From an optimization exercise on the open Yosys and OpenROAD flow, aimed at a short achievable clock period and few clock cycles per item; shortcuts taken in it are not production practice. RTL that was checked went through simulation tests only; none was proved equivalent to the original. Only the layout flow was run in runs 1 to 3; the RTL was not checked for function there. Power figures rest on the tool's default switching activity, not on a simulated workload.

### run.sh
#!/bin/bash
# synth_recipe.tcl (not shown) runs the flow's synth.tcl, then flattens the netlist and writes it again
# the make line also repeats each setting of config.mk as NAME=value (left out here)
make -C /OpenROAD-flow-scripts/flow DESIGN_CONFIG=/design/flow/config.mk WORK_HOME=/design/flow/orfs CLKGATE_MAP_FILE= SYNTH_SCRIPT=/design/flow/synth_recipe.tcl finish
### config.mk
export PLATFORM = sky130hd
export DESIGN_NAME = pulse_peak_rate_detector_core
export DESIGN_NICKNAME = pulse_peak_rate_detector_core
export VERILOG_FILES = /design/flow/design.v
export SDC_FILE = /design/flow/constraint.sdc
export NUM_CORES = 4
export LEC_CHECK = 0
export ABC_CLOCK_PERIOD_IN_PS = 2000
export CAP_MARGIN = 20
export CORE_MARGIN = 2
export CORE_UTILIZATION = 60
export PLACE_DENSITY = 0.7
export SETUP_SLACK_MARGIN = 5
export SLEW_MARGIN = 20
export TNS_END_PERCENT = 100
### constraint.sdc
create_clock -name core_clock -period 7.5 [get_ports {aclk}]
set_input_delay 1.5000 -clock core_clock [delete_from_list [all_inputs] [get_ports {aclk}]]
set_output_delay 1.5000 -clock core_clock [all_outputs]
set_load 0.01 [all_outputs]
### design.v
package pprd_pkg;
    localparam int SAMPLE_W   = 18;
    localparam int RATE_W     = 21;
    localparam int POS_W      = 32;
    localparam int HYST_W     = 18;
    localparam int SPM_W      = 16;
    localparam int CFG_IDX_W  = 2;
    localparam int CFG_DATA_W = 18;
    localparam int STEP_W     = $clog2(RATE_W);
    localparam logic [HYST_W-1:0] HYST_RESET = HYST_W'(300);
    localparam logic [SPM_W-1:0]  SPM_RESET  = SPM_W'(6000);
    localparam int QUICK_COUNT = 5;
    localparam int QUICK_SPANS = 3;
    localparam int QUICK_ENTRY = 1;
    typedef enum logic [CFG_IDX_W-1:0] {
        REG_HYSTERESIS = 2'd0,
        REG_SPM        = 2'd1
    } cfg_reg_t;
    typedef enum logic [1:0] {
        EV_NONE = 2'd0,
        EV_MAX  = 2'd1,
        EV_MIN  = 2'd2
    } event_t;
    typedef enum logic [2:0] {
        ST_IDLE,
        ST_RING_OLD,
        ST_RING_ONE,
        ST_DIV,
        ST_OUT
    } state_t;
    typedef struct packed {
        logic              start;
        logic [RATE_W-1:0] dividend;
        logic [POS_W-1:0]  divisor;
    } div_req_t;
    typedef struct packed {
        logic              done;
        logic [RATE_W-1:0] quotient;
    } div_rsp_t;
endpackage
module pprd_ring_mem #(
    parameter int DEPTH  = 10,
    parameter int ADDR_W = $clog2(DEPTH)
) (
    input  logic                         aclk,
    input  logic                         wr_en,
    input  logic [ADDR_W-1:0]            wr_addr,
    input  logic [pprd_pkg::POS_W-1:0]   wr_data,
    output logic [DEPTH*pprd_pkg::POS_W-1:0] entries
);
    logic [pprd_pkg::POS_W-1:0] mem [DEPTH];
    always_ff @(posedge aclk) begin
        if (wr_en) begin
            mem[wr_addr] <= wr_data;
        end
    end
    for (genvar i = 0; i < DEPTH; i++) begin : g_out
        assign entries[i*pprd_pkg::POS_W +: pprd_pkg::POS_W] = mem[i];
    end
endmodule
module pprd_divider #(
    parameter int N  = 21,
    parameter int LW = $clog2(N + 1)
) (
    input  logic          aclk,
    input  logic          aresetn,
    input  logic          start,
    input  logic [N-1:0]  num_norm,
    input  logic [LW-1:0] nlen,
    input  logic [31:0]   den,
    output logic          busy,
    output logic          fin,
    output logic [N-1:0]  quo
);
    localparam int W = N + 4;      
    typedef enum logic [1:0] {
        PH_SETUP,
        PH_STEP,
        PH_SIGN,
        PH_PICK
    } phase_t;
    logic          busy_reg, zero_reg, neg_reg;
    logic          qp_reg, qn_reg;  
    phase_t        ph_reg;
    logic [LW-1:0] cnt_reg;
    logic [LW-1:0] dlen_reg, nlen_reg;
    logic [N-1:0]  d_reg;          
    logic [N-1:0]  f_reg;          
    logic [W-1:0]  ws_reg, wc_reg;
    logic [N-1:0]  q_reg, qm_reg;  
    function automatic logic [LW-1:0] bitlen(input logic [N-1:0] v);
        bitlen = '0;
        for (int i = 0; i < N; i++) begin
            if (v[i]) bitlen = LW'(i + 1);
        end
    endfunction
    logic [W-1:0] ys, yc, a, s_new, c_new;
    always_comb begin
        ys    = {ws_reg[W-2:0], f_reg[N-1]};
        yc    = {wc_reg[W-2:0], 1'b0};
        a     = qp_reg ? ~{{(W-N){1'b0}}, d_reg} : qn_reg ? {{(W-N){1'b0}}, d_reg} : '0;
        s_new = ys ^ yc ^ a;
        c_new = {((ys & yc) | (ys & a) | (yc & a)), 1'b0};
        c_new[0] = qp_reg;                      
    end
    function automatic logic [1:0] pick(input logic [4:0] s5, input logic [4:0] c5,
                                        input logic [4:0] a5);
        logic [3:0] sx, cx, e;
        sx = s5[4:1] ^ c5[4:1] ^ a5[4:1];
        cx = (s5[3:0] & c5[3:0]) | (s5[3:0] & a5[3:0]) | (c5[3:0] & a5[3:0]);
        e  = sx + cx;
        pick = {e[3] && (e != 4'b1111), !e[3]};    
    endfunction
    logic [4:0] ys5, yc5, dp5;
    logic [1:0] nx_pos, nx_zero, nx_neg, nx;
    always_comb begin
        ys5     = ys[W-3 -: 5];
        yc5     = yc[W-3 -: 5];
        dp5     = {2'b00, 1'b1, d_reg[N-2 -: 2]};
        nx_pos  = pick(ys5, yc5, ~dp5);
        nx_zero = pick(ys5, yc5, 5'd0);
        nx_neg  = pick(ys5, yc5, dp5);
        nx      = qp_reg ? nx_pos : qn_reg ? nx_neg : nx_zero;
    end
    assign busy = busy_reg;
    assign fin  = busy_reg && ((ph_reg == PH_SETUP) ? (zero_reg || (nlen_reg < dlen_reg))
                                                     : (ph_reg == PH_PICK));
    assign quo  = (ph_reg == PH_SETUP) ? '0 : (neg_reg ? qm_reg : q_reg);
    always_ff @(posedge aclk) begin
        if (!aresetn) begin
            busy_reg <= 1'b0;
        end else begin
            if (start) busy_reg <= 1'b1;
            else if (fin) busy_reg <= 1'b0;
        end
    end
    always_ff @(posedge aclk) begin
        if (start) begin
            ph_reg   <= PH_SETUP;
            zero_reg <= (den[31:N] != '0) || (den[N-1:0] == '0);
            d_reg    <= den[N-1:0];
            dlen_reg <= bitlen(den[N-1:0]);
            f_reg    <= num_norm;
            nlen_reg <= nlen;
        end else if (busy_reg) begin
            unique case (ph_reg)
                PH_SETUP: begin
                    ph_reg  <= PH_STEP;
                    cnt_reg <= nlen_reg - dlen_reg;
                    d_reg   <= d_reg << (LW'(N) - dlen_reg);
                    ws_reg  <= W'(f_reg[N-1:1]);
                    wc_reg  <= '0;
                    f_reg   <= {f_reg[0], {(N-1){1'b0}}};
                    q_reg   <= '0;
                    qm_reg  <= '1;
                    qp_reg  <= 1'b1;
                    qn_reg  <= 1'b0;
                end
                PH_STEP: begin
                    if (cnt_reg == '0) ph_reg <= PH_SIGN;
                    cnt_reg <= cnt_reg - LW'(1);
                    ws_reg  <= s_new;
                    wc_reg  <= c_new;
                    f_reg   <= {f_reg[N-2:0], 1'b0};
                    q_reg   <= qp_reg ? {q_reg[N-2:0], 1'b1}  : qn_reg ? {qm_reg[N-2:0], 1'b1}
                                                              : {q_reg[N-2:0], 1'b0};
                    qm_reg  <= qp_reg ? {q_reg[N-2:0], 1'b0}  : qn_reg ? {qm_reg[N-2:0], 1'b0}
                                                              : {qm_reg[N-2:0], 1'b1};
                    qp_reg  <= nx[0];
                    qn_reg  <= nx[1];
                end
                PH_SIGN: begin
                    ph_reg  <= PH_PICK;
                    neg_reg <= (ws_reg + wc_reg) >> (W - 1);
                end
                default: ;
            endcase
        end
    end
endmodule
module pulse_peak_rate_detector_core #(
    parameter int RING_DEPTH = 10
) (
    input  logic                               aclk,
    input  logic                               aresetn,
    input  logic                               s_valid,
    output logic                               s_ready,
    input  logic [pprd_pkg::SAMPLE_W-1:0]      s_sample,
    output logic                               m_valid,
    input  logic                               m_ready,
    output logic [pprd_pkg::RATE_W-1:0]        m_rate,
    output logic [1:0]                         m_event_res,
    output logic [pprd_pkg::SAMPLE_W-1:0]      m_extreme_value,
    output logic                               m_falling_phase,
    input  logic                               cfg_wr_en,
    input  logic [pprd_pkg::CFG_IDX_W-1:0]     cfg_index,
    input  logic [pprd_pkg::CFG_DATA_W-1:0]    cfg_wdata
);
    localparam int SW        = pprd_pkg::SAMPLE_W;
    localparam int PW        = pprd_pkg::POS_W;
    localparam int RW        = pprd_pkg::RATE_W;
    localparam int ADDR_W    = $clog2(RING_DEPTH);
    localparam int COUNT_MAX = RING_DEPTH + 2;
    localparam int CNT_W     = $clog2(RING_DEPTH + 3);
    localparam int Q_W       = 5;                
    localparam int Q_N       = 1 << Q_W;
    localparam int E_W       = 3;                
    localparam int E_N       = 1 << E_W;
    localparam int R_W       = 2;                
    localparam int R_N       = 1 << R_W;
    localparam int UNTRACKED = 5;
    localparam int UNTRACKED_MAX = 3;
    logic [pprd_pkg::HYST_W-1:0] hyst_reg;
    logic [pprd_pkg::SPM_W-1:0]  spm_reg;
    logic [RW-1:0]               num3_reg, num10_reg;
    always_ff @(posedge aclk) begin
        if (!aresetn) begin
            hyst_reg <= pprd_pkg::HYST_RESET;
            spm_reg  <= pprd_pkg::SPM_RESET;
        end else if (cfg_wr_en) begin
            if (cfg_index == pprd_pkg::REG_HYSTERESIS) hyst_reg <= cfg_wdata[pprd_pkg::HYST_W-1:0];
            if (cfg_index == pprd_pkg::REG_SPM)        spm_reg  <= cfg_wdata[pprd_pkg::SPM_W-1:0];
        end
    end
    localparam int LW = $clog2(RW + 1);
    logic [LW-1:0] len3_reg, len10_reg;
    logic [RW-1:0] norm3_reg, norm10_reg;
    function automatic logic [LW-1:0] bitlen(input logic [RW-1:0] v);
        bitlen = '0;
        for (int i = 0; i < RW; i++) begin
            if (v[i]) bitlen = LW'(i + 1);
        end
    endfunction
    localparam int LO_W = RW / 2;
    logic [RW-1:0]   spm2_reg, spm8_reg;
    logic [LO_W:0]   lo3_reg, lo10_reg;
    logic [RW-1:0]   spm_ext;
    assign spm_ext = RW'(spm_reg);
    always_ff @(posedge aclk) begin
        lo3_reg    <= {1'b0, spm_ext[LO_W-2:0], 1'b0} + {1'b0, spm_ext[LO_W-1:0]};
        lo10_reg   <= {1'b0, spm_ext[LO_W-4:0], 3'b000} + {1'b0, spm_ext[LO_W-2:0], 1'b0};
        spm2_reg   <= spm_ext << 1;
        spm8_reg   <= spm_ext << 3;
    end
    logic [RW-1:0] spm1_reg;
    always_ff @(posedge aclk) begin
        spm1_reg   <= spm_ext;
        num3_reg   <= {spm2_reg[RW-1:LO_W] + spm1_reg[RW-1:LO_W] + (RW-LO_W)'(lo3_reg[LO_W]),
                       lo3_reg[LO_W-1:0]};
        num10_reg  <= {spm8_reg[RW-1:LO_W] + spm2_reg[RW-1:LO_W] + (RW-LO_W)'(lo10_reg[LO_W]),
                       lo10_reg[LO_W-1:0]};
        len3_reg   <= bitlen(num3_reg);
        len10_reg  <= bitlen(num10_reg);
        norm3_reg  <= num3_reg << (LW'(RW) - len3_reg);
        norm10_reg <= num10_reg << (LW'(RW) - len10_reg);
    end
    logic          s_ready_reg;
    logic          s_busy_reg;       
    logic          a_v;
    logic [SW-1:0] a_x;
    logic          acc;
    assign acc = s_valid && !s_busy_reg;
    always_ff @(posedge aclk) begin
        if (!aresetn) a_v <= 1'b0;
        else          a_v <= acc;
        a_x <= s_sample;
    end
    logic              rising_reg;
    logic [SW-1:0]     max_reg, min_reg;
    logic [PW-1:0]     index_reg, max_pos_reg;
    logic [ADDR_W-1:0] ptr_reg;
    logic [CNT_W-1:0]  count_reg;
    logic          p_v;
    logic [SW-1:0] p_x;
    logic [SW:0]   p_ph;      
    logic [SW:0]   p_mh;      
    always_ff @(posedge aclk) begin
        if (!aresetn) p_v <= 1'b0;
        else          p_v <= a_v;
        p_x  <= a_x;
        p_ph <= {1'b0, a_x} + {1'b0, hyst_reg};
        p_mh <= {1'b0, a_x} - {1'b0, hyst_reg};
    end
    logic          b_v;
    logic [SW-1:0] b_x;
    logic [2:0]    c_gt_max, c_peak, c_lt_min, c_valley;
    function automatic logic above_mh(input logic [SW:0] mh, input logic [SW-1:0] v);
        above_mh = !mh[SW] && (mh[SW-1:0] > v);
    endfunction
    always_ff @(posedge aclk) begin
        if (!aresetn) b_v <= 1'b0;
        else          b_v <= p_v;
        b_x      <= p_x;
        c_gt_max <= {p_x > min_reg, p_x > b_x, p_x > max_reg};
        c_peak   <= {p_ph < {1'b0, min_reg}, p_ph < {1'b0, b_x}, p_ph < {1'b0, max_reg}};
        c_lt_min <= {p_x < max_reg, p_x < b_x, p_x < min_reg};
        c_valley <= {above_mh(p_mh, max_reg), above_mh(p_mh, b_x), above_mh(p_mh, min_reg)};
    end
    logic [1:0]        max_sel, min_sel;    
    logic [PW-1:0]     index_inc;
    logic              new_max, peak_hit, new_min, valley_hit;
    logic              is_peak, is_valley, is_event;
    logic              quick_next, full_next, rated;
    logic [1:0]        ev;
    logic              fall;
    always_comb begin
        index_inc  = index_reg + PW'(1);
        new_max    = c_gt_max[max_sel];
        peak_hit   = c_peak[max_sel];
        new_min    = c_lt_min[min_sel];
        valley_hit = c_valley[min_sel];
        is_peak    = rising_reg && peak_hit;
        is_valley  = !rising_reg && valley_hit;
        is_event   = is_peak || is_valley;
        quick_next = (count_reg == CNT_W'(pprd_pkg::QUICK_COUNT - 1));
        full_next  = (count_reg >= CNT_W'(COUNT_MAX - 1));
        rated      = is_peak && (quick_next || full_next);
        ev         = is_peak ? pprd_pkg::EV_MAX : is_valley ? pprd_pkg::EV_MIN : pprd_pkg::EV_NONE;
        fall       = rising_reg ? peak_hit : !valley_hit;
    end
    always_ff @(posedge aclk) begin
        if (!aresetn) begin
            rising_reg  <= 1'b1;
            max_reg     <= '0;
            min_reg     <= '1;
            index_reg   <= '0;
            max_pos_reg <= '0;
            ptr_reg     <= '0;
            count_reg   <= '0;
        end else if (b_v) begin
            index_reg <= index_inc;
            if (rising_reg) begin
                if (new_max) begin
                    max_reg     <= b_x;
                    max_pos_reg <= index_inc;
                end else if (peak_hit) begin
                    rising_reg <= 1'b0;
                    min_reg    <= max_reg;
                    ptr_reg    <= (ptr_reg == ADDR_W'(RING_DEPTH - 1)) ? '0 : ptr_reg + ADDR_W'(1);
                    if (count_reg != CNT_W'(COUNT_MAX)) count_reg <= count_reg + CNT_W'(1);
                end
            end else begin
                if (new_min) begin
                    min_reg <= b_x;
                end else if (valley_hit) begin
                    rising_reg <= 1'b1;
                    max_reg    <= min_reg;
                end
            end
        end
    end
    always_ff @(posedge aclk) begin
        max_sel <= 2'd0;
        min_sel <= 2'd0;
        if (b_v) begin
            if (rising_reg) begin
                if (new_max)       max_sel <= 2'd1;
                else if (peak_hit) min_sel <= 2'd2;
            end else begin
                if (new_min)         min_sel <= 2'd1;
                else if (valley_hit) max_sel <= 2'd2;
            end
        end
    end
    logic          t_v;
    logic [1:0]    t_ev;
    logic          t_event;
    logic          t_fall;
    logic          t_rated;
    logic          t_quick;
    logic [ADDR_W-1:0] t_ptr;
    always_ff @(posedge aclk) begin
        if (!aresetn) t_v <= 1'b0;
        else          t_v <= b_v;
        t_ev    <= ev;
        t_event <= is_event;
        t_fall  <= fall;
        t_rated <= rated;
        t_quick <= quick_next;
        t_ptr   <= ptr_reg;
    end
    logic [RING_DEPTH*PW-1:0] ring;
    logic [PW-1:0]            src_reg;    
    pprd_ring_mem #(
        .DEPTH   (RING_DEPTH),
        .ADDR_W  (ADDR_W)
    ) u_ring (
        .aclk    (aclk),
        .wr_en   (t_v && t_ev == pprd_pkg::EV_MAX),
        .wr_addr (t_ptr),
        .wr_data (max_pos_reg),
        .entries (ring)
    );
    logic [PW-1:0] span_reg;
    always_ff @(posedge aclk) begin
        src_reg  <= quick_next ? ring[pprd_pkg::QUICK_ENTRY*PW +: PW] : ring[ptr_reg*PW +: PW];
        span_reg <= max_pos_reg - src_reg;
    end
    logic [1:0]     q_ev    [Q_N];
    logic           q_fall  [Q_N];
    logic           q_rated [Q_N];
    logic [Q_W-1:0] q_wr, q_rd;
    logic [Q_W:0]   q_cnt;
    always_ff @(posedge aclk) begin
        if (t_v) begin
            q_ev[q_wr]    <= t_ev;
            q_fall[q_wr]  <= t_fall;
            q_rated[q_wr] <= t_rated;
        end
    end
    logic [SW-1:0]  e_val [E_N];
    logic [E_W-1:0] e_wr, e_rd;
    logic [E_W:0]   e_cnt;
    always_ff @(posedge aclk) begin
        if (t_v && t_event) begin
            e_val[e_wr] <= (t_ev == pprd_pkg::EV_MAX) ? min_reg : max_reg;
        end
    end
    logic t_req;
    assign t_req = t_v && t_rated;
    logic [PW-1:0]  r_span  [R_N];
    logic           r_quick [R_N];
    logic [RW-1:0]  r_rate  [R_N];
    logic [R_N-1:0] r_req;       
    logic [R_N-1:0] r_done;      
    logic [R_W-1:0] r_wr, r_div, r_cur, r_rd;
    logic [R_W:0]   r_cnt;       
    logic           div_start, div_busy, div_fin;
    logic           d_quick;
    logic [RW-1:0]  div_quo;
    assign d_quick = div_slot ? r_quick[r_div] : t_quick;
    logic div_slot, div_direct;
    assign div_slot   = r_req[r_div];
    assign div_direct = !div_slot && t_req;
    assign div_start  = !div_busy && (div_slot || div_direct);
    always_ff @(posedge aclk) begin
        if (t_req) begin
            r_span[r_wr]  <= span_reg;
            r_quick[r_wr] <= t_quick;
        end
        if (div_fin) begin
            r_rate[r_cur] <= div_quo;
        end
        if (div_start) begin
            r_cur <= r_div;
        end
    end
    pprd_divider #(
        .N       (RW)
    ) u_div (
        .aclk    (aclk),
        .aresetn (aresetn),
        .start   (div_start),
        .num_norm (d_quick ? norm3_reg : norm10_reg),
        .nlen    (d_quick ? len3_reg : len10_reg),
        .den     (div_slot ? r_span[r_div] : span_reg),
        .busy    (div_busy),
        .fin     (div_fin),
        .quo     (div_quo)
    );
    logic          m_valid_reg;
    logic          m_idle_reg;       
    logic          h_v;
    logic [1:0]    h_ev;
    logic          h_event;
    logic          h_fall;
    logic          h_rated;
    logic          q_any, h_load, load_out, pop;
    assign q_any    = (q_cnt != '0);
    assign load_out = h_v && (!h_rated || r_done[r_rd]) && (m_idle_reg || m_ready);
    assign h_load   = !h_v || load_out;
    assign pop      = !m_idle_reg && m_ready;
    always_ff @(posedge aclk) begin
        if (!aresetn) h_v <= 1'b0;
        else if (h_load) h_v <= q_any;
        if (h_load) begin
            h_ev    <= q_ev[q_rd];
            h_event <= (q_ev[q_rd] != pprd_pkg::EV_NONE);
            h_fall  <= q_fall[q_rd];
            h_rated <= q_rated[q_rd];
        end
    end
    logic [RW-1:0] m_rate_reg;
    logic [1:0]    m_event_reg;
    logic [SW-1:0] m_extreme_reg;
    logic          m_falling_reg;
    logic [RW-1:0] o_rate;
    logic [SW-1:0] o_ext;
    logic [RW-1:0] c_rate_n;
    logic [1:0]    c_event_n;
    logic [SW-1:0] c_ext_n;
    logic          c_fall_n;
    assign o_rate = h_rated ? r_rate[r_rd] : '0;
    assign o_ext  = h_event ? e_val[e_rd] : '0;
    always_ff @(posedge aclk) begin
        if (load_out) begin
            c_rate_n  <= ~o_rate;
            c_event_n <= ~h_ev;
            c_ext_n   <= ~o_ext;
            c_fall_n  <= ~h_fall;
        end
        m_rate_reg    <= load_out ? o_rate : ~c_rate_n;
        m_event_reg   <= load_out ? h_ev   : ~c_event_n;
        m_extreme_reg <= load_out ? o_ext  : ~c_ext_n;
        m_falling_reg <= load_out ? h_fall : ~c_fall_n;
    end
    logic [Q_W:0] total_reg;      
    always_ff @(posedge aclk) begin
        if (!aresetn) begin
            q_wr        <= '0;
            q_rd        <= '0;
            q_cnt       <= '0;
            e_wr        <= '0;
            e_rd        <= '0;
            e_cnt       <= '0;
            r_wr        <= '0;
            r_div       <= '0;
            r_rd        <= '0;
            r_cnt       <= '0;
            r_req       <= '0;
            r_done      <= '0;
            total_reg   <= '0;
            m_valid_reg <= 1'b0;
            m_idle_reg  <= 1'b1;
            s_ready_reg <= 1'b1;
            s_busy_reg  <= 1'b0;
        end else begin
            if (t_v) q_wr <= q_wr + Q_W'(1);
            if (h_load && q_any) q_rd <= q_rd + Q_W'(1);
            q_cnt <= q_cnt + (Q_W+1)'(t_v) - (Q_W+1)'(h_load && q_any);
            if (t_v && t_event) e_wr <= e_wr + E_W'(1);
            if (load_out && h_event) e_rd <= e_rd + E_W'(1);
            e_cnt <= e_cnt + (E_W+1)'(b_v && is_event) - (E_W+1)'(load_out && h_event);
            if (t_req) r_wr <= r_wr + R_W'(1);
            if (div_start) r_div <= r_div + R_W'(1);
            if (load_out && h_rated) r_rd <= r_rd + R_W'(1);
            r_cnt <= r_cnt + (R_W+1)'(b_v && rated) - (R_W+1)'(load_out && h_rated);
            for (int i = 0; i < R_N; i++) begin
                if (t_req && r_wr == R_W'(i) && !(div_direct && !div_busy)) r_req[i] <= 1'b1;
                else if (div_start && r_div == R_W'(i)) r_req[i] <= 1'b0;
                if (div_fin && r_cur == R_W'(i)) r_done[i] <= 1'b1;
                else if (load_out && h_rated && r_rd == R_W'(i)) r_done[i] <= 1'b0;
            end
            total_reg <= total_reg + (Q_W+1)'(acc) - (Q_W+1)'(pop);
            if (load_out) begin
                m_valid_reg <= 1'b1;
                m_idle_reg  <= 1'b0;
            end else if (m_ready) begin
                m_valid_reg <= 1'b0;
                m_idle_reg  <= 1'b1;
            end
            s_ready_reg <= (total_reg <= (Q_W+1)'(Q_N - 2))
                        && (e_cnt <= (E_W+1)'(E_N - UNTRACKED))
                        && (r_cnt <= (R_W+1)'(R_N - UNTRACKED_MAX));
            s_busy_reg  <= !((total_reg <= (Q_W+1)'(Q_N - 2))
                        && (e_cnt <= (E_W+1)'(E_N - UNTRACKED))
                        && (r_cnt <= (R_W+1)'(R_N - UNTRACKED_MAX)));
        end
    end
    assign s_ready         = s_ready_reg;
    assign m_valid         = m_valid_reg;
    assign m_rate          = m_rate_reg;
    assign m_event_res     = m_event_reg;
    assign m_extreme_value = m_extreme_reg;
    assign m_falling_phase = m_falling_reg;
endmodule
==> results.json, run 1 <==
{
  "p_per_area_nw_per_um2": 272,
  "clock-skew-final_ps": 28.1,
  "cp-endpoint": "span_reg[31]",
  "largestRegisters": "u_ring.mem: 320 flops, e_val: 144 flops, r_span: 128 flops",
  "die_y_um": 345,
  "synth-simple-area-share_pct": 8.20,
  "num_antenna_cells": 0,
  "required_ps": 8140,
  "ir_drop_v": 0.000256,
  "synth_xor_area_share_pct": 2.25,
  "cp.depth": 10,
  "dpl-instance-area_um2": 72400,
  "synth_compound_area_share_pct": 8.22,
  "holdPathStages": 0,
  "area_growth_pct": 16.1,
  "core_um2": 116000,
  "reg2reg_to": "span_reg[31]",
  "numClockSinks": 1565,
  "cts_tree": "done",
  "h-tree-depth": 4,
  "synth-main-ff-cell": "edfxtp_1",
  "async_flop_share_pct": 0,
  "synth_nets": 5823,
  "wl_um": 165000,
  "status": "timing/DRC/antenna clean",
  "grt_pass1_vias": 42500,
  "final_core_util_pct": 70.0,
  "regMostFlops": "u_ring.mem",
  "critPathKind": "flop to flop",
  "rsz0062_at_grt": "yes",
  "muxShareOfSynthArea_pct": 11.0,
  "ys.warnings.count": 3,
  "synth_cell_types": 90,
  "routedWlPerCell_um": 22.7,
  "ant_nets": 0,
  "port_buffers": 86,
  "avgSynthCellArea_um2": 13.0,
  "grt_pass1_wl_um": 250000,
  "slew_viol_final": 0,
  "antenna_found_initial": 2,
  "relSlewSlack_pct": 28.7,
  "endpoint_kind": "flop",
  "synth_top_family_by_area": "multiplexers",
  "setup_viol": 0,
  "dp_hpwl_um": 104000,
  "timing.rr.start": "src_reg[6]",
  "report.power.total_w": 0.0220,
  "cap_violations": 0,
  "power_leakage_nw": 30.6,
  "hp-class": "flop to flop",
  "synth_seq_cells": 1565,
  "rows": 125,
  "cp_num_buf_inv": 1,
  "start_util_pct": 60.2,
  "place_congestion": 0.890,
  "clockRootBuffer": "clkbuf_16",
  "drc": 0,
  "reg2reg_depth": 10,
  "crit_top_cell": "a2111oi_4",
  "max_freq_ghz": 0.362,
  "nNetsFinal": 6058,
  "fp.dieW_um": 345,
  "clockBufferDepth": 3,
  "setup.worst_path.start": "src_reg[6]",
  "postCtsHoldBufs": 0,
  "drive_gt1_share_pct": 19.2,
  "cp_top_family": "compound AO/OA/AOI/OAI gates",
  "critPathMaxFanout": 3,
  "track_usage_pct": 27.6,
  "slowest_stage": "a2111oi_4",
  "vias_per_cell": 5.93,
  "finalCritPeriodShare_pct": 36.8,
  "dp_cells": 6818,
  "overflow": 0,
  "dr.pass1.iters": 6,
  "startpoint_type": "flop",
  "instances_no_fill": 7277,
  "grt_start_max_net_pins": 78,
  "synth_edf_count": 1010,
  "setup_tns_ps": 0,
  "cp.arrival_ps": 3400,
  "cts_buffers": 159,
  "postLayoutCellArea_um2": 81000,
  "ioPinCount": 87,
  "syn-cell-area_um2": 69700,
  "drt_iter0_markers": 3449,
  "hold_viol": 0,
  "clock_latency_ps": 790,
  "cp_cell_sequence": "inv_2, ha_4, o211ai_1, a2111oi_4, o21ai_2, a2111oi_4, o2111ai_2, a31oi_2, nor4_2, a311o_1",
  "vias": 43200,
  "synth_cells": 5380,
  "tightest_slew_ps": 1070,
  "largest_reg_flops": 320,
  "finalCriticalPeriod_ps": 2760,
  "clk_pin_slew_ps": 60,
  "critPathMaxStageDelay_ps": 400,
  "synthAdderAreaFrac_pct": 7.65,
  "dieArea_um2": 119000,
  "ff2ff_setup_slack_ps": 4740,
  "ys_seq_area_share_pct": 59.4
}
[worst min path at each step]
| stage | start | to | slack (ps) |
|---|---|---|---|
| finish | lo3_reg[0] | num3_reg[0] | 320 |
| detailed placement | lo10_reg[7] | num10_reg[7] | 310 |
| CTS | lo3_reg[9] | num3_reg[9] | 320 |
| global placement | lo10_reg[7] | num10_reg[7] | 310 |
| global route | lo3_reg[0] | num3_reg[0] | 330 |
| floorplan | spm1_reg[1] | num10_reg[2] | 310 |
[layout make-up]
type / count / area [um^2]
inverters: 332 / 1320
clock inverters: 79 / 963
fillers: 7915 / 34800
repair buffers: 299 / 2990
clock buffers: 220 / 4540
repair inverters: 2 / 20.0
multi-input cells: 3256 / 27600
well taps: 1524 / 1910
flip-flops and latches: 1565 / 41600
[synth_stat cells (19+ instances only)]
| cell type | n | area (um^2) |
|---|---|---|
| edfxtp_1 | 1010 | 30300 |
| dfxtp_1 | 555 | 11100 |
| nand2_1 | 421 | 1580 |
| nor2_1 | 416 | 1560 |
| ha_1 | 356 | 4450 |
| inv_1 | 326 | 1220 |
| a21oi_1 | 303 | 1520 |
| mux2i_1 | 264 | 2640 |
| mux4_2 | 196 | 4410 |
| clkbuf_1 | 172 | 646 |
| o21ai_0 | 124 | 621 |
| xnor2_1 | 101 | 885 |
| nand3_1 | 78 | 390 |
| xor2_1 | 78 | 683 |
| a21o_1 | 72 | 541 |
| nor2b_1 | 64 | 400 |
| a211oi_1 | 63 | 473 |
| o211ai_1 | 58 | 435 |
| o21a_1 | 46 | 345 |
| mux2_2 | 45 | 507 |
| fa_1 | 44 | 881 |
| nand4_1 | 44 | 275 |
| nor3_1 | 44 | 220 |
| o21ai_1 | 36 | 180 |
| and2_1 | 35 | 219 |
| buf_2 | 33 | 165 |
| nand2b_1 | 32 | 200 |
| a21boi_0 | 26 | 195 |
| nor4_1 | 26 | 163 |
| buf_1 | 25 | 93.8 |
| o21bai_1 | 25 | 188 |
| and3_1 | 22 | 138 |
| o211a_1 | 21 | 210 |
| o22ai_1 | 20 | 125 |
| or3_1 | 19 | 119 |
[kinds of logic after synthesis]
group,count (synthesis)
xor gates and xnor gates,179
adders and majority gates,400
AOI/OAI and AO/OA,894
DFF,1565
muxes,514
and+or+nand+nor,1256
buffers and inverters,572
[power by group]
group	leakage, nW	switching (W)	internal (W)
logic	14.1	0.00195	0.00157
clock network	2.70	0.00339	0.00480
registers	13.8	0.000457	0.00988
total	30.6	0.00580	0.0162
[through the flow]
step	worst slack (ps)	hold WS (ps)
after detailed placement	3500	312
after global placement	3520	313
after CTS	4710	323
after global routing	4600	329
after floorplan	4320	310
final	4740	318
[per-layer routing]
layer | vias to the layer above | share of wire [%] | track usage (%)
li1 | 20200 | - | -
met1 | 21300 | 42 | 36.9
met2 | 1319 | 49 | 46.6
met3 | 308 | 5.4 | 3.96
met4 | 4 | 3.1 | 9.20
met5 | - | 0.016 | 0
[cells in the final DEF, fill, tap and decap left out, drive strengths merged, types with 13 or more instances in the layout]
| cell type | Yosys | routed |
|---|---|---|
| and3 | 25 | 28 |
| or3 | 19 | 19 |
| and2 | 35 | 35 |
| nand4 | 44 | 44 |
| a21oi | 304 | 304 |
| edfxtp | 1010 | 1010 |
| a21boi | 28 | 28 |
| nor2 | 417 | 417 |
| mux4 | 196 | 196 |
| o21bai | 25 | 25 |
| clkinv | 1 | 52 |
| a31oi | 14 | 14 |
| a21o | 72 | 72 |
| buf | 67 | 253 |
| o22ai | 20 | 20 |
| mux2 | 49 | 49 |
| nor4 | 27 | 27 |
| o31ai | 13 | 13 |
| fa | 44 | 44 |
| xor2 | 78 | 78 |
| clkdlybuf4s50 | 0 | 39 |
| clkbuf | 173 | 222 |
| nand2 | 421 | 421 |
| ha | 356 | 356 |
| dfxtp | 555 | 555 |
| a211oi | 63 | 63 |
| o211ai | 58 | 58 |
| inv | 331 | 342 |
| nor2b | 64 | 67 |
| o21a | 46 | 47 |
| nor3 | 46 | 46 |
| mux2i | 269 | 269 |
| o211a | 21 | 21 |
| o221ai | 13 | 13 |
| nand3 | 78 | 78 |
| bufinv | 0 | 15 |
| xnor2 | 101 | 101 |
| nand2b | 33 | 33 |
| o21ai | 161 | 161 |
[repair_timing]
action / 4_1_cts / 5_1_grt
endpoints found under the setup margin: 990 / 463
setup buffers: 83 / 52
gates resized for setup: 451 / 176
pin swaps: 54 / 89
cloned: 19 / 6
==> run 2, diff against run 1 <==
--- a/design.v
+++ b/design.v
@@ -391,10 +391,16 @@
         .wr_data (max_pos_reg),
         .entries (ring)
     );
-    logic [PW-1:0] span_reg;
+    logic [RW:0]   span_reg;
+    logic [RW:0]   span_lo;
+    logic [PW-RW-1:0] mp_hi, src_hi;
+    assign span_lo = {1'b0, max_pos_reg[RW-1:0]} - {1'b0, src_reg[RW-1:0]};
+    assign mp_hi   = max_pos_reg[PW-1:RW];
+    assign src_hi  = src_reg[PW-1:RW];
     always_ff @(posedge aclk) begin
         src_reg  <= quick_next ? ring[pprd_pkg::QUICK_ENTRY*PW +: PW] : ring[ptr_reg*PW +: PW];
-        span_reg <= max_pos_reg - src_reg;
+        span_reg <= {span_lo[RW] ? (mp_hi != src_hi + (PW-RW)'(1)) : (mp_hi != src_hi),
+                     span_lo[RW-1:0]};
     end
     logic [1:0]     q_ev    [Q_N];
     logic           q_fall  [Q_N];
@@ -418,7 +424,7 @@
     end
     logic t_req;
     assign t_req = t_v && t_rated;
-    logic [PW-1:0]  r_span  [R_N];
+    logic [RW:0]    r_span  [R_N];
     logic           r_quick [R_N];
     logic [RW-1:0]  r_rate  [R_N];
     logic [R_N-1:0] r_req;       
@@ -453,7 +459,7 @@
         .start   (div_start),
         .num_norm (d_quick ? norm3_reg : norm10_reg),
         .nlen    (d_quick ? len3_reg : len10_reg),
-        .den     (div_slot ? r_span[r_div] : span_reg),
+        .den     (PW'(div_slot ? r_span[r_div] : span_reg)),
         .busy    (div_busy),
         .fin     (div_fin),
         .quo     (div_quo)
@@ -527,21 +533,37 @@
         end else begin
             if (t_v) q_wr <= q_wr + Q_W'(1);
             if (h_load && q_any) q_rd <= q_rd + Q_W'(1);
-            q_cnt <= q_cnt + (Q_W+1)'(t_v) - (Q_W+1)'(h_load && q_any);
+            unique case ({t_v, h_load && q_any})
+                2'b10:   q_cnt <= q_cnt + (Q_W+1)'(1);
+                2'b01:   q_cnt <= q_cnt - (Q_W+1)'(1);
+                default: ;
+            endcase
             if (t_v && t_event) e_wr <= e_wr + E_W'(1);
             if (load_out && h_event) e_rd <= e_rd + E_W'(1);
-            e_cnt <= e_cnt + (E_W+1)'(b_v && is_event) - (E_W+1)'(load_out && h_event);
+            unique case ({b_v && is_event, load_out && h_event})
+                2'b10:   e_cnt <= e_cnt + (E_W+1)'(1);
+                2'b01:   e_cnt <= e_cnt - (E_W+1)'(1);
+                default: ;
+            endcase
             if (t_req) r_wr <= r_wr + R_W'(1);
             if (div_start) r_div <= r_div + R_W'(1);
             if (load_out && h_rated) r_rd <= r_rd + R_W'(1);
-            r_cnt <= r_cnt + (R_W+1)'(b_v && rated) - (R_W+1)'(load_out && h_rated);
+            unique case ({b_v && rated, load_out && h_rated})
+                2'b10:   r_cnt <= r_cnt + (R_W+1)'(1);
+                2'b01:   r_cnt <= r_cnt - (R_W+1)'(1);
+                default: ;
+            endcase
             for (int i = 0; i < R_N; i++) begin
                 if (t_req && r_wr == R_W'(i) && !(div_direct && !div_busy)) r_req[i] <= 1'b1;
                 else if (div_start && r_div == R_W'(i)) r_req[i] <= 1'b0;
                 if (div_fin && r_cur == R_W'(i)) r_done[i] <= 1'b1;
                 else if (load_out && h_rated && r_rd == R_W'(i)) r_done[i] <= 1'b0;
             end
-            total_reg <= total_reg + (Q_W+1)'(acc) - (Q_W+1)'(pop);
+            unique case ({acc, pop})
+                2'b10:   total_reg <= total_reg + (Q_W+1)'(1);
+                2'b01:   total_reg <= total_reg - (Q_W+1)'(1);
+                default: ;
+            endcase
             if (load_out) begin
                 m_valid_reg <= 1'b1;
                 m_idle_reg  <= 1'b0;
==> run 2 against run 1 <==
Final area decreased by 2.4%; clock power decreased by 2%; clock skew rose by 0.83 ps; sequential power shrank 3%; clock-buffer cell count shrank 9; wire length down 4.0%; die area shrank 2.7%; largest cell class unchanged.
==> results.json, run 2 <==
{
  "cap_violations": 0,
  "relSlewSlack_pct": 25.6,
  "area_growth_pct": 16.6,
  "hp-class": "flop to flop",
  "synthAdderAreaFrac_pct": 7.54,
  "clockBufferDepth": 3,
  "largest_reg_flops": 320,
  "largestRegisters": "u_ring.mem: 320 flops, e_val: 144 flops, r_span: 88 flops",
  "cts_tree": "done",
  "clock_latency_ps": 770,
  "instances_no_fill": 7164,
  "tightest_slew_ps": 1110,
  "wl_um": 159000,
  "synth_xor_area_share_pct": 2.56,
  "muxShareOfSynthArea_pct": 11.5,
  "ant_nets": 0,
  "ioPinCount": 87,
  "yosys-top-cells-area": "edfxtp_1, dfxtp_1, mux4_2",
  "synth_cells": 5293,
  "yosys-top-cells-count": "edfxtp_1, dfxtp_1, nor2_1",
  "ir_drop_v": 0.000237,
  "power_leakage_nw": 29.4,
  "start_util_pct": 60.4,
  "synth_top_area_share_pct": 43.0,
  "antenna_found_initial": 0,
  "drive_gt1_share_pct": 19.8,
  "dp_cells": 6712,
  "nNetsFinal": 5955,
  "grt_start_max_net_pins": 82,
  "setup_viol": 0,
  "slew_viol_final": 0,
  "regMostFlops": "u_ring.mem",
  "die_y_um": 340,
  "setup_tns_ps": 0,
  "startpoint_type": "flop",
  "grt_pass1_vias": 42100,
  "dieArea_um2": 116000,
  "synth_most_common_cell": "edfxtp_1",
  "fp.dieW_um": 340,
  "numClockSinks": 1515,
  "reg2reg_depth": 9,
  "place_congestion": 0.937,
  "timing.rr.start": "max_pos_reg[4]",
  "rows": 123,
  "core_um2": 112000,
  "dr.pass1.iters": 6,
  "p_per_area_nw_per_um2": 269,
  "cp-endpoint": "span_reg[21]",
  "finalCriticalPeriod_ps": 2990,
  "cts_buffers": 156,
  "synth_compound_area_share_pct": 7.84,
  "clockRootBuffer": "clkbuf_16",
  "finalCritPeriodShare_pct": 39.8,
  "endpoint_kind": "flop",
  "drt_iter0_markers": 3200,
  "vias": 42500,
  "ff2ff_setup_slack_ps": 4510,
  "setup.worst_path.start": "max_pos_reg[4]",
  "synth_nets": 5719,
  "critPathKind": "flop to flop",
  "h-tree-depth": 4,
  "overflow": 0,
  "ys_seq_area_share_pct": 59.1,
  "avgSynthCellArea_um2": 12.8,
  "grt_pass1_wl_um": 244000,
  "hold_viol": 0,
  "synth_top_area_cell": "edfxtp_1",
  "port_buffers": 86,
  "synth_cell_types": 83,
  "reg2reg_to": "span_reg[21]",
  "ys.warnings.count": 3,
  "num-fill-cells": 7709,
  "synth-main-ff-cell": "edfxtp_1",
  "synth_seq_cells": 1515,
  "required_ps": 8100,
  "cp.arrival_ps": 3590,
  "drc": 0,
  "num_antenna_cells": 0,
  "syn-cell-area_um2": 67800,
  "synth-simple-area-share_pct": 8.52,
  "clock-skew-final_ps": 29.0,
  "status": "timing/DRC/antenna clean",
  "synth_top_family_by_area": "multiplexers",
  "clk_pin_slew_ps": 60,
  "layout_common_cells": "edfxtp_1, dfxtp_1, nor2_1",
  "synth_edf_count": 970,
  "track_usage_pct": 27.2,
  "async_flop_share_pct": 0,
  "max_freq_ghz": 0.335,
  "dp_hpwl_um": 98300,
  "vias_per_cell": 5.94,
  "final_common_cell": "edfxtp_1",
  "rsz0062_at_grt": "yes",
  "routedWlPerCell_um": 22.2,
  "critPathMaxFanout": 3
}
==> run 2: where the power goes <==
part	internal, W	switching [W]	total (W)
clock	0.00477	0.00325	0.00802
combinational	0.00152	0.00180	0.00332
sequential	0.00949	0.000452	0.00994
==> run 2: logic make-up (layout without fill, tap and decap cells) <==
kind of cell,count (synthesis),in the layout
multiplexers,521,522
AND/OR/NAND/NOR,1274,1284
buffers and inverters,538,896
XOR/XNOR,198,198
flip-flops,1515,1515
AO/OA/AOI/OAI,864,866
adder cells (fa/ha/maj),383,383
==> run 2: per-stage QoR <==
step | hold WS [ps] | cell area (um^2) | utilization (%) | total power (W) | worst slack [ps]
after floorplan | 310 | 68300 | - | 0.0121 | 4130
final | 324 | 79000 | 70.3 | 0.0213 | 4510
after CTS | 325 | 77900 | 69.4 | 0.0213 | 4550
after detailed placement | 312 | 70700 | 62.9 | 0.0131 | 3130
after global routing | 328 | 79000 | 70.3 | 0.0221 | 4410
after global placement | 310 | 70700 | 62.9 | 0.0130 | 3170
==> run 2: layout make-up <==
| class | count | area [um^2] | share of cell area (%) |
|---|---|---|---|
| clock buffer | 211 | 4390 | 5.55 |
| inverter | 302 | 1180 | 1.50 |
| timing repair buffer | 299 | 3010 | 3.81 |
| tap | 1500 | 1880 | 2.37 |
| sequential | 1515 | 40200 | 50.9 |
| clock inverter | 82 | 1000 | 1.27 |
| multi-input combinational | 3253 | 27300 | 34.6 |
| timing repair inverter | 2 | 17.5 | 0.0222 |
==> run 2: critical path, cell delays in order, from the launching register on <==
cell and delay, ps:
dfxtp_4 360, ha_4 250, a21o_1 230, o41ai_4 470, a21bo_4 240, o211ai_4 110, a211o_1 300, a221oi_2 270
o32ai_2 110, a2111o_1 480
==> run 2: worst min-delay path by stage <==
| stage | from | to | slack (ps) | cells past startpoint |
|---|---|---|---|---|
| final | spm1_reg[1] | num10_reg[2] | 320 | 0 |
| after global placement | lo3_reg[0] | num3_reg[0] | 310 | 0 |
| after CTS | spm1_reg[1] | num10_reg[2] | 320 | 0 |
| after global routing | lo10_reg[6] | num10_reg[6] | 330 | 0 |
| after detailed placement | lo10_reg[6] | num10_reg[6] | 310 | 0 |
| after floorplan | spm1_reg[1] | num10_reg[2] | 310 | 0 |
==> run 2: repair_timing <==
item | CTS | global route
pin swaps | 80 | 105
hold buffers | 0 | 0
buffers inserted | 85 | 50
resized for setup | 498 | 177
gates cloned | 18 | 6
endpoints found under the setup margin | 593 | 481
==> run 2: per-layer routing <==
metal / part of all wire, % / GRT usage (%) / vias to the layer above
met3: 5.2 / 3.55 / 279
met5: 0 / 0 / -
li1: - / - / 19900
met2: 49 / 45.8 / 1301
met4: 3.0 / 8.80 / 0
met1: 43 / 36.9 / 21100
==> run 3, diff against run 2 <==
--- a/design.v
+++ b/design.v
@@ -391,7 +391,7 @@
         .wr_data (max_pos_reg),
         .entries (ring)
     );
-    logic [RW:0]   span_reg;
+    logic [RW+2:0] span_reg;        
     logic [RW:0]   span_lo;
     logic [PW-RW-1:0] mp_hi, src_hi;
     assign span_lo = {1'b0, max_pos_reg[RW-1:0]} - {1'b0, src_reg[RW-1:0]};
@@ -399,14 +399,13 @@
     assign src_hi  = src_reg[PW-1:RW];
     always_ff @(posedge aclk) begin
         src_reg  <= quick_next ? ring[pprd_pkg::QUICK_ENTRY*PW +: PW] : ring[ptr_reg*PW +: PW];
-        span_reg <= {span_lo[RW] ? (mp_hi != src_hi + (PW-RW)'(1)) : (mp_hi != src_hi),
-                     span_lo[RW-1:0]};
+        span_reg <= {mp_hi == src_hi + (PW-RW)'(1), mp_hi == src_hi, span_lo};
     end
     logic [1:0]     q_ev    [Q_N];
     logic           q_fall  [Q_N];
     logic           q_rated [Q_N];
     logic [Q_W-1:0] q_wr, q_rd;
-    logic [Q_W:0]   q_cnt;
+    logic [Q_N-1:0] q_cnt;       
     always_ff @(posedge aclk) begin
         if (t_v) begin
             q_ev[q_wr]    <= t_ev;
@@ -416,7 +415,7 @@
     end
     logic [SW-1:0]  e_val [E_N];
     logic [E_W-1:0] e_wr, e_rd;
-    logic [E_W:0]   e_cnt;
+    logic [E_N-1:0] e_cnt;       
     always_ff @(posedge aclk) begin
         if (t_v && t_event) begin
             e_val[e_wr] <= (t_ev == pprd_pkg::EV_MAX) ? min_reg : max_reg;
@@ -424,17 +423,21 @@
     end
     logic t_req;
     assign t_req = t_v && t_rated;
-    logic [RW:0]    r_span  [R_N];
+    logic [RW+2:0]  r_span  [R_N];
+    logic [RW+2:0]  d_span;
+    logic           d_big;
     logic           r_quick [R_N];
     logic [RW-1:0]  r_rate  [R_N];
     logic [R_N-1:0] r_req;       
     logic [R_N-1:0] r_done;      
     logic [R_W-1:0] r_wr, r_div, r_cur, r_rd;
-    logic [R_W:0]   r_cnt;       
+    logic [R_N-1:0] r_cnt;       
     logic           div_start, div_busy, div_fin;
     logic           d_quick;
     logic [RW-1:0]  div_quo;
     assign d_quick = div_slot ? r_quick[r_div] : t_quick;
+    assign d_span  = div_slot ? r_span[r_div] : span_reg;
+    assign d_big   = d_span[RW] ? !d_span[RW+2] : !d_span[RW+1];
     logic div_slot, div_direct;
     assign div_slot   = r_req[r_div];
     assign div_direct = !div_slot && t_req;
@@ -459,7 +462,7 @@
         .start   (div_start),
         .num_norm (d_quick ? norm3_reg : norm10_reg),
         .nlen    (d_quick ? len3_reg : len10_reg),
-        .den     (PW'(div_slot ? r_span[r_div] : span_reg)),
+        .den     ({{(PW-RW-1){1'b0}}, d_big, d_span[RW-1:0]}),
         .busy    (div_busy),
         .fin     (div_fin),
         .quo     (div_quo)
@@ -472,7 +475,7 @@
     logic          h_fall;
     logic          h_rated;
     logic          q_any, h_load, load_out, pop;
-    assign q_any    = (q_cnt != '0);
+    assign q_any    = q_cnt[0];
     assign load_out = h_v && (!h_rated || r_done[r_rd]) && (m_idle_reg || m_ready);
     assign h_load   = !h_v || load_out;
     assign pop      = !m_idle_reg && m_ready;
@@ -510,7 +513,7 @@
         m_extreme_reg <= load_out ? o_ext  : ~c_ext_n;
         m_falling_reg <= load_out ? h_fall : ~c_fall_n;
     end
-    logic [Q_W:0] total_reg;      
+    logic [Q_N-1:0] total_reg;    
     always_ff @(posedge aclk) begin
         if (!aresetn) begin
             q_wr        <= '0;
@@ -534,23 +537,23 @@
             if (t_v) q_wr <= q_wr + Q_W'(1);
             if (h_load && q_any) q_rd <= q_rd + Q_W'(1);
             unique case ({t_v, h_load && q_any})
-                2'b10:   q_cnt <= q_cnt + (Q_W+1)'(1);
-                2'b01:   q_cnt <= q_cnt - (Q_W+1)'(1);
+                2'b10:   q_cnt <= {q_cnt[$bits(q_cnt)-2:0], 1'b1};
+                2'b01:   q_cnt <= {1'b0, q_cnt[$bits(q_cnt)-1:1]};
                 default: ;
             endcase
             if (t_v && t_event) e_wr <= e_wr + E_W'(1);
             if (load_out && h_event) e_rd <= e_rd + E_W'(1);
             unique case ({b_v && is_event, load_out && h_event})
-                2'b10:   e_cnt <= e_cnt + (E_W+1)'(1);
-                2'b01:   e_cnt <= e_cnt - (E_W+1)'(1);
+                2'b10:   e_cnt <= {e_cnt[$bits(e_cnt)-2:0], 1'b1};
+                2'b01:   e_cnt <= {1'b0, e_cnt[$bits(e_cnt)-1:1]};
                 default: ;
             endcase
             if (t_req) r_wr <= r_wr + R_W'(1);
             if (div_start) r_div <= r_div + R_W'(1);
             if (load_out && h_rated) r_rd <= r_rd + R_W'(1);
             unique case ({b_v && rated, load_out && h_rated})
-                2'b10:   r_cnt <= r_cnt + (R_W+1)'(1);
-                2'b01:   r_cnt <= r_cnt - (R_W+1)'(1);
+                2'b10:   r_cnt <= {r_cnt[$bits(r_cnt)-2:0], 1'b1};
+                2'b01:   r_cnt <= {1'b0, r_cnt[$bits(r_cnt)-1:1]};
                 default: ;
             endcase
             for (int i = 0; i < R_N; i++) begin
@@ -560,8 +563,8 @@
                 else if (load_out && h_rated && r_rd == R_W'(i)) r_done[i] <= 1'b0;
             end
             unique case ({acc, pop})
-                2'b10:   total_reg <= total_reg + (Q_W+1)'(1);
-                2'b01:   total_reg <= total_reg - (Q_W+1)'(1);
+                2'b10:   total_reg <= {total_reg[$bits(total_reg)-2:0], 1'b1};
+                2'b01:   total_reg <= {1'b0, total_reg[$bits(total_reg)-1:1]};
                 default: ;
             endcase
             if (load_out) begin
@@ -571,12 +574,8 @@
                 m_valid_reg <= 1'b0;
                 m_idle_reg  <= 1'b1;
             end
-            s_ready_reg <= (total_reg <= (Q_W+1)'(Q_N - 2))
-                        && (e_cnt <= (E_W+1)'(E_N - UNTRACKED))
-                        && (r_cnt <= (R_W+1)'(R_N - UNTRACKED_MAX));
-            s_busy_reg  <= !((total_reg <= (Q_W+1)'(Q_N - 2))
-                        && (e_cnt <= (E_W+1)'(E_N - UNTRACKED))
-                        && (r_cnt <= (R_W+1)'(R_N - UNTRACKED_MAX)));
+            s_ready_reg <= !total_reg[Q_N-2] && !e_cnt[E_N-UNTRACKED] && !r_cnt[R_N-UNTRACKED_MAX];
+            s_busy_reg  <= !(!total_reg[Q_N-2] && !e_cnt[E_N-UNTRACKED] && !r_cnt[R_N-UNTRACKED_MAX]);
         end
     end
     assign s_ready         = s_ready_reg;
==> run 3 against run 2 <==
Register-to-register slack better by 460 ps; final area is 2.0% higher; flip-flop and latch count up 67; core utilization is 1.2 points lower; via count up 3.6%; non-clock buffer count down 69; clock power grew 2%; first-iteration DRC count is 24% higher; die area is 4.2% higher; global-route usage decreased by 0.70 points; setup slack improved by 250 ps; clock-buffer cell count is 16 higher; largest cell class unchanged.
==> results.json, run 3 <==
{
  "regMostFlops": "u_ring.mem",
  "area_growth_pct": 14.1,
  "synth_top_family_by_area": "multiplexers",
  "max_freq_ghz": 0.365,
  "status": "timing/DRC/antenna clean",
  "vias_per_cell": 5.97,
  "tightest_slew_ps": 1100,
  "yosys-top-cells-count": "edfxtp_1, dfxtp_1, nor2_1",
  "hold_viol": 0,
  "layout_common_cells": "edfxtp_1, nor2_1, dfxtp_1",
  "rows": 125,
  "cp_num_buf_inv": 1,
  "synth-main-ff-cell": "edfxtp_1",
  "required_ps": 6000,
  "fp.dieW_um": 347,
  "port_buffers": 86,
  "grt_start_max_net_pins": 131,
  "ant_nets": 0,
  "synth_compound_area_share_pct": 8.15,
  "track_usage_pct": 26.5,
  "setup_tns_ps": 0,
  "ioPinCount": 87,
  "report.power.total_w": 0.0203,
  "reg2reg_depth": 12,
  "muxShareOfSynthArea_pct": 12.1,
  "cp.depth": 1,
  "slowest_stage": "dfxtp_2",
  "drc": 0,
  "grt_pass1_vias": 43100,
  "synth_xor_area_share_pct": 2.35,
  "cp.arrival_ps": 1240,
  "dp_hpwl_um": 101000,
  "vias": 44100,
  "core_um2": 117000,
  "endpoint_kind": "primary output",
  "largest_reg_flops": 320,
  "synth_seq_cells": 1582,
  "power_leakage_nw": 30.1,
  "synth_most_common_cell": "edfxtp_1",
  "largestRegisters": "u_ring.mem: 320 flops, e_val: 144 flops, r_span: 96 flops",
  "ys_seq_area_share_pct": 58.7,
  "synthAdderAreaFrac_pct": 6.92,
  "synth_cell_types": 87,
  "wl_um": 162000,
  "p_per_area_nw_per_um2": 252,
  "synth_edf_count": 978,
  "yosys-top-cells-area": "edfxtp_1, dfxtp_1, ha_1",
  "routedWlPerCell_um": 22.0,
  "clk_pin_slew_ps": 60,
  "drt_iter0_markers": 3957,
  "relSlewSlack_pct": 26.7,
  "synth_nets": 5991,
  "clock_latency_ps": 780,
  "die_y_um": 347,
  "startpoint_type": "flop",
  "critPathKind": "flop to primary output",
  "clockBufferDepth": 3,
  "final_common_cell": "edfxtp_1",
  "slew_viol_final": 0,
  "cts_tree": "done",
  "multi_input_area_um2": 27900,
  "synth_top_area_share_pct": 41.6,
  "holdWs_ps": 324,
  "cts_buffers": 160,
  "antenna_found_initial": 1,
  "holdPathStages": 0,
  "finalCriticalPeriod_ps": 2740,
  "clock-skew-final_ps": 25.2,
  "dr.pass1.iters": 6,
  "h-tree-depth": 4,
  "critPathMaxFanout": 1,
  "cap_violations": 0,
  "synth_top_area_cell": "edfxtp_1",
  "synth_cells": 5581,
  "place_congestion": 0.904,
  "rsz0062_at_grt": "yes",
  "async_flop_share_pct": 0,
  "ys.warnings.count": 3,
  "cp_top_family": "flip-flops",
  "cp_cell_sequence": "buf_6",
  "grt_pass1_wl_um": 248000,
  "nNetsFinal": 6128,
  "num-fill-cells": 8012,
  "ir_drop_v": 0.000239,
  "hp-class": "flop to flop",
  "syn-cell-area_um2": 70700,
  "drive_gt1_share_pct": 15.7,
  "avgSynthCellArea_um2": 12.7,
  "numClockSinks": 1582,
  "dieArea_um2": 121000,
  "critPathMaxStageDelay_ps": 360,
  "synth-simple-area-share_pct": 8.58,
  "start_util_pct": 60.7,
  "seqCellArea_um2": 41600,
  "clockRootBuffer": "clkbuf_16",
  "setup_viol": 0,
  "finalCritPeriodShare_pct": 36.6,
  "postCtsHoldBufs": 0,
  "overflow": 0
}
[run 3: cell types whose count changed in the layout (fill, tap and decap cells not counted), sizes merged, moves of 13 or more]
cell | previous run | this run
o21ai | 188 | 146
o211a | 3 | 20
inv | 314 | 298
a211oi | 77 | 59
ha | 340 | 327
mux2i | 270 | 341
nand2 | 419 | 396
clkbuf | 214 | 233
a21oi | 312 | 377
xor2 | 95 | 77
buf | 253 | 181
o211ai | 41 | 58
nor2 | 452 | 565
dfxtp | 545 | 604
[run 3: where the power goes]
part / leakage (nW) / internal [W] / switching (W)
Sequential: 13.9 / 0.00962 / 0.000293
Clock: 2.67 / 0.00481 / 0.00341
Combinational: 13.5 / 0.000913 / 0.00130
[run 3: cell families (layout without fill, tap and decap cells)]
family          Yosys count  count (layout)
flops                  1582            1582
simple gates           1363            1368
compound gates          926             927
mux                     593             593
buf+inv                 560             829
fa+ha+maj               367             367
xor+xnor                190             190
other cells               0               1
[run 3: layer usage]
layer / vias up / routed length (um) / GRT usage [%]
met3: 228 / 9690 / 3.86
met2: 1376 / 77100 / 42.9
met4: 0 / 3500 / 6.75
li1: 20700 / - / -
met1: 21800 / 71800 / 37.9
met5: - / 0 / 0
[run 3: layout make-up]
type | count | area share [%]
sequential | 1582 | 51.6
multi-input combinational | 3445 | 34.6
clock buffer | 227 | 5.62
timing repair buffer | 230 | 3.09
tap | 1524 | 2.37
inverter | 293 | 1.44
clock inverter | 73 | 1.20
timing repair inverter | 6 | 0.0605
antenna | 1 | 0.00310
[run 3: repair_timing]
item | 4_1_cts | 5_1_grt
pin swaps | 25 | 41
endpoints found under the setup margin | 851 | 507
cloned | 14 | 7
setup buffers | 47 | 26
gates resized for setup | 354 | 153
[run 3: final timing paths]
check / startpoint / endpoint / slack, ps
min: lo3_reg[9] / num3_reg[9] / 320
max: m_extreme_reg[3] / m_extreme_value[3] / 4760
max reg2reg: u_div.dlen_reg[1] / r_rate[0][3] / 4970
min reg2reg: lo3_reg[9] / num3_reg[9] / 320
[run 3: per-stage QoR]
step	cell area [um^2]	setup slack, ps	utilization (%)	cells
detailed placement	73100	3090	62.7	6985
global placement	73100	3110	62.7	6985
global route	80600	4720	69.2	7380
finish	80600	4760	69.2	7381
floorplan	71300	4590	-	5581
CTS	79700	4710	68.4	7346
==> run 4, diff against run 3 <==
--- a/design.v
+++ b/design.v
@@ -537,23 +537,23 @@
             if (t_v) q_wr <= q_wr + Q_W'(1);
             if (h_load && q_any) q_rd <= q_rd + Q_W'(1);
             unique case ({t_v, h_load && q_any})
-                2'b10:   q_cnt <= {q_cnt[$bits(q_cnt)-2:0], 1'b1};
-                2'b01:   q_cnt <= {1'b0, q_cnt[$bits(q_cnt)-1:1]};
+                2'b10:   q_cnt <= {q_cnt[Q_N-2:0], 1'b1};
+                2'b01:   q_cnt <= {1'b0, q_cnt[Q_N-1:1]};
                 default: ;
             endcase
             if (t_v && t_event) e_wr <= e_wr + E_W'(1);
             if (load_out && h_event) e_rd <= e_rd + E_W'(1);
             unique case ({b_v && is_event, load_out && h_event})
-                2'b10:   e_cnt <= {e_cnt[$bits(e_cnt)-2:0], 1'b1};
-                2'b01:   e_cnt <= {1'b0, e_cnt[$bits(e_cnt)-1:1]};
+                2'b10:   e_cnt <= {e_cnt[E_N-2:0], 1'b1};
+                2'b01:   e_cnt <= {1'b0, e_cnt[E_N-1:1]};
                 default: ;
             endcase
             if (t_req) r_wr <= r_wr + R_W'(1);
             if (div_start) r_div <= r_div + R_W'(1);
             if (load_out && h_rated) r_rd <= r_rd + R_W'(1);
             unique case ({b_v && rated, load_out && h_rated})
-                2'b10:   r_cnt <= {r_cnt[$bits(r_cnt)-2:0], 1'b1};
-                2'b01:   r_cnt <= {1'b0, r_cnt[$bits(r_cnt)-1:1]};
+                2'b10:   r_cnt <= {r_cnt[R_N-2:0], 1'b1};
+                2'b01:   r_cnt <= {1'b0, r_cnt[R_N-1:1]};
                 default: ;
             endcase
             for (int i = 0; i < R_N; i++) begin
@@ -563,8 +563,8 @@
                 else if (load_out && h_rated && r_rd == R_W'(i)) r_done[i] <= 1'b0;
             end
             unique case ({acc, pop})
-                2'b10:   total_reg <= {total_reg[$bits(total_reg)-2:0], 1'b1};
-                2'b01:   total_reg <= {1'b0, total_reg[$bits(total_reg)-1:1]};
+                2'b10:   total_reg <= {total_reg[Q_N-2:0], 1'b1};
+                2'b01:   total_reg <= {1'b0, total_reg[Q_N-1:1]};
                 default: ;
             endcase
             if (load_out) begin
--- a/config.mk
+++ b/config.mk
@@ -9,6 +9,7 @@
 export CAP_MARGIN = 20
 export CORE_MARGIN = 2
 export CORE_UTILIZATION = 60
+export CTS_BUF_LIST = sky130_fd_sc_hd__clkbuf_8 sky130_fd_sc_hd__clkbuf_16
 export PLACE_DENSITY = 0.7
 export SETUP_SLACK_MARGIN = 5
 export SLEW_MARGIN = 20
==> run 4 against run 3 <==
Still clean; register-to-register slack about the same; sequential power about the same; setup slack better by 2.1 ps; clock skew up 0.64 ps; synthesized area unchanged; wire length up 0.13%; die area unchanged; combinational power about the same; power down 0.21%; worst hold slack worse by 1.8 ps; non-clock buffer count up 4; critical endpoint unchanged; highest routed layer unchanged.
==> results.json, run 4 <==
{
  "status": "timing/DRC/antenna clean",
  "vias": 44000,
  "slew_viol_final": 0,
  "cp_top_family": "flip-flops",
  "synth_top_area_share_pct": 41.6,
  "avgSynthCellArea_um2": 12.7,
  "drt_iter0_markers": 3939,
  "clockBufferDepth": 3,
  "overflow": 0,
  "cts_buffers": 160,
  "yosys-top-cells-area": "edfxtp_1, dfxtp_1, ha_1",
  "cp.arrival_ps": 1240,
  "required_ps": 6000,
  "power_leakage_nw": 30.3,
  "max_freq_ghz": 0.365,
  "numClockSinks": 1582,
  "dieArea_um2": 121000,
  "drive_gt1_share_pct": 15.8,
  "p_per_area_nw_per_um2": 251,
  "antenna_found_initial": 1,
  "holdWs_ps": 323,
  "ys_seq_area_share_pct": 58.7,
  "synth_nets": 5991,
  "largest_reg_flops": 320,
  "use_met3_pct": 3.87,
  "clock-skew-final_ps": 25.8,
  "drc": 0,
  "dr.pass1.iters": 6,
  "cap_violations": 0,
  "relSlewSlack_pct": 26.1,
  "holdPathStages": 0,
  "regMostFlops": "u_ring.mem",
  "ioPinCount": 87,
  "layout_common_cells": "edfxtp_1, nor2_1, dfxtp_1",
  "h-tree-depth": 4,
  "cp.depth": 1,
  "endpoint_kind": "primary output",
  "rsz0062_at_grt": "yes",
  "fp.dieW_um": 347,
  "synth_most_common_cell": "edfxtp_1",
  "synth_edf_count": 978,
  "synth-main-ff-cell": "edfxtp_1",
  "ant_nets": 0,
  "setup_viol": 0,
  "final_common_cell": "edfxtp_1",
  "dp_hpwl_um": 101000,
  "grt_use_met2_pct": 43.0,
  "async_flop_share_pct": 0,
  "critPathMaxStageDelay_ps": 360,
  "critPathKind": "flop to primary output",
  "slowest_stage": "dfxtp_2",
  "worst_slack_ps": 4760,
  "grt_start_max_net_pins": 131,
  "ir_drop_v": 0.000238,
  "final_core_util_pct": 69.3,
  "cp_num_buf_inv": 1,
  "port_buffers": 86,
  "tightest_slew_ps": 1110,
  "hold_viol": 0,
  "yosys-top-cells-count": "edfxtp_1, dfxtp_1, nor2_1",
  "met1_usage_pct": 37.9,
  "critPathMaxFanout": 1,
  "clockRootBuffer": "clkbuf_16",
  "grt_pass1_wl_um": 249000,
  "die_y_um": 347,
  "clock_latency_ps": 780,
  "largestRegisters": "u_ring.mem: 320 flops, e_val: 144 flops, r_span: 96 flops",
  "num-fill-cells": 7999,
  "busiest_layer": "met2",
  "track_usage_pct": 26.5,
  "finalCritPeriodShare_pct": 36.5,
  "finalCriticalPeriod_ps": 2740,
  "setup_tns_ps": 0,
  "num_antenna_cells": 0,
  "start_util_pct": 60.7,
  "place_congestion": 0.904,
  "core_um2": 117000,
  "vias_per_cell": 5.96,
  "synth_cell_types": 87,
  "synth_seq_cells": 1582,
  "reg2reg_depth": 13,
  "routedWlPerCell_um": 22.0,
  "nNetsFinal": 6131,
  "cp_cell_sequence": "buf_6",
  "area_growth_pct": 14.2,
  "syn-cell-area_um2": 70700,
  "synth_cells": 5581,
  "cts_tree": "done",
  "wl_um": 162000,
  "rows": 125,
  "grt_pass1_vias": 43100,
  "clk_pin_slew_ps": 60,
  "ys.warnings.count": 3,
  "startpoint_type": "flop",
  "hp-class": "flop to flop",
  "pre_cts_ws_ps": 3090,
  "synth_top_area_cell": "edfxtp_1"
}
run 4: worst paths after layout:
check	slack, ps	end	startpoint
max	4760	m_extreme_value[3]	m_extreme_reg[3]
min	320	num3_reg[4]	lo3_reg[4]
max reg2reg	4960	r_rate[2][3]	u_div.dlen_reg[1]
min reg2reg	320	num3_reg[4]	lo3_reg[4]
run 4: per-stage QoR:
step / total power, W / instances / cell area [um^2]
after floorplan: 0.0115 / 5581 / 71300
after CTS: 0.0204 / 7348 / 79700
after detailed placement: 0.0121 / 6985 / 73100
final: 0.0203 / 7383 / 80700
after global routing: 0.0210 / 7383 / 80700
after global placement: 0.0121 / 6985 / 73100
run 4: report_power, final:
part	switching (W)	internal [W]	leakage (nW)
sequential	0.000291	0.00962	13.9
combinational	0.00130	0.000923	13.5
clock	0.00341	0.00475	2.85
total	0.00500	0.0153	30.3
run 4: cells by family after synthesis:
group / Yosys count / synth area share (%)
DFF: 1582 / 58.7
and+or+nand+nor: 1363 / 8.58
AOI/OAI and AO/OA: 926 / 8.15
muxes: 593 / 12.1
buffers and inverters: 560 / 3.22
adders and majority gates: 367 / 6.92
xor gates and xnor gates: 190 / 2.35
run 4: timing repair:
| item | CTS | global route |
|---|---|---|
| gates resized for setup | 355 | 157 |
| pin swaps | 24 | 47 |
| buffers inserted | 48 | 28 |
| hold buffers | 0 | 0 |
| cloned | 15 | 6 |
| endpoints found under the setup margin | 851 | 489 |
run 4: area by class of cell:
cell class / count / area [um^2] / share of cell area (%)
clock inverters: 116 / 1130 / 1.40
repair buffers: 234 / 2570 / 3.19
multi-input cells: 3445 / 28000 / 34.6
repair inverters: 5 / 43.8 / 0.0543
flip-flops and latches: 1582 / 41600 / 51.5
well taps: 1524 / 1910 / 2.36
clock buffers: 184 / 4370 / 5.41
inverters: 293 / 1170 / 1.45
run 4: metal layers:
| metal | part of all wire [%] | up-vias |
|---|---|---|
| li1 | - | 20700 |
| met1 | 44 | 21800 |
| met2 | 48 | 1316 |
| met3 | 6.0 | 237 |
| met4 | 2.2 | 0 |
| met5 | 0 | - |
Testbench counts of run 4, summed over its fixed seeds: cycles 32,559, items 32,000.

[static timing again, ports no longer ideal]
No port has a modelled driver above. Below, the same layouts with a new extraction and two added sets of constraints. Step 1, drivers: a clkbuf_16 drives aclk and a buf_2 each remaining input, both assumed. Step 2 adds t to the input delays and takes it off the output delays; t is the mean of the earliest and latest rising clock arrival at the registers after step 1. Input paths then give back, and output paths get back, about the clock's delay inside the block. Three values: ideal ports, drivers, drivers and shift; two values: the first two.
run | t, ns | slack for setup (ns) | worst setup path after step 2 | slew at the worst register clock pin (ns) | worst data-port slew with drivers (ns)
run 1 | 0.845 | 4.738 / 4.678 / 4.088 | input to register | 0.07 / 0.07 | 0.04
run 2 | 0.839 | 4.512 / 4.512 / 3.870 | input to register | 0.06 / 0.06 | 0.06
run 3 | 0.845 | 4.758 / 4.678 / 4.230 | input to register | 0.07 / 0.07 | 0.07
run 4 | 0.845 | 4.760 / 4.681 / 4.259 | input to register | 0.07 / 0.07 | 0.07
After both steps setup and hold are still met in every run listed. For run 1, which loses most, drivers alone change the setup slack by -0.060 ns; drivers and shift together by -0.650 ns.
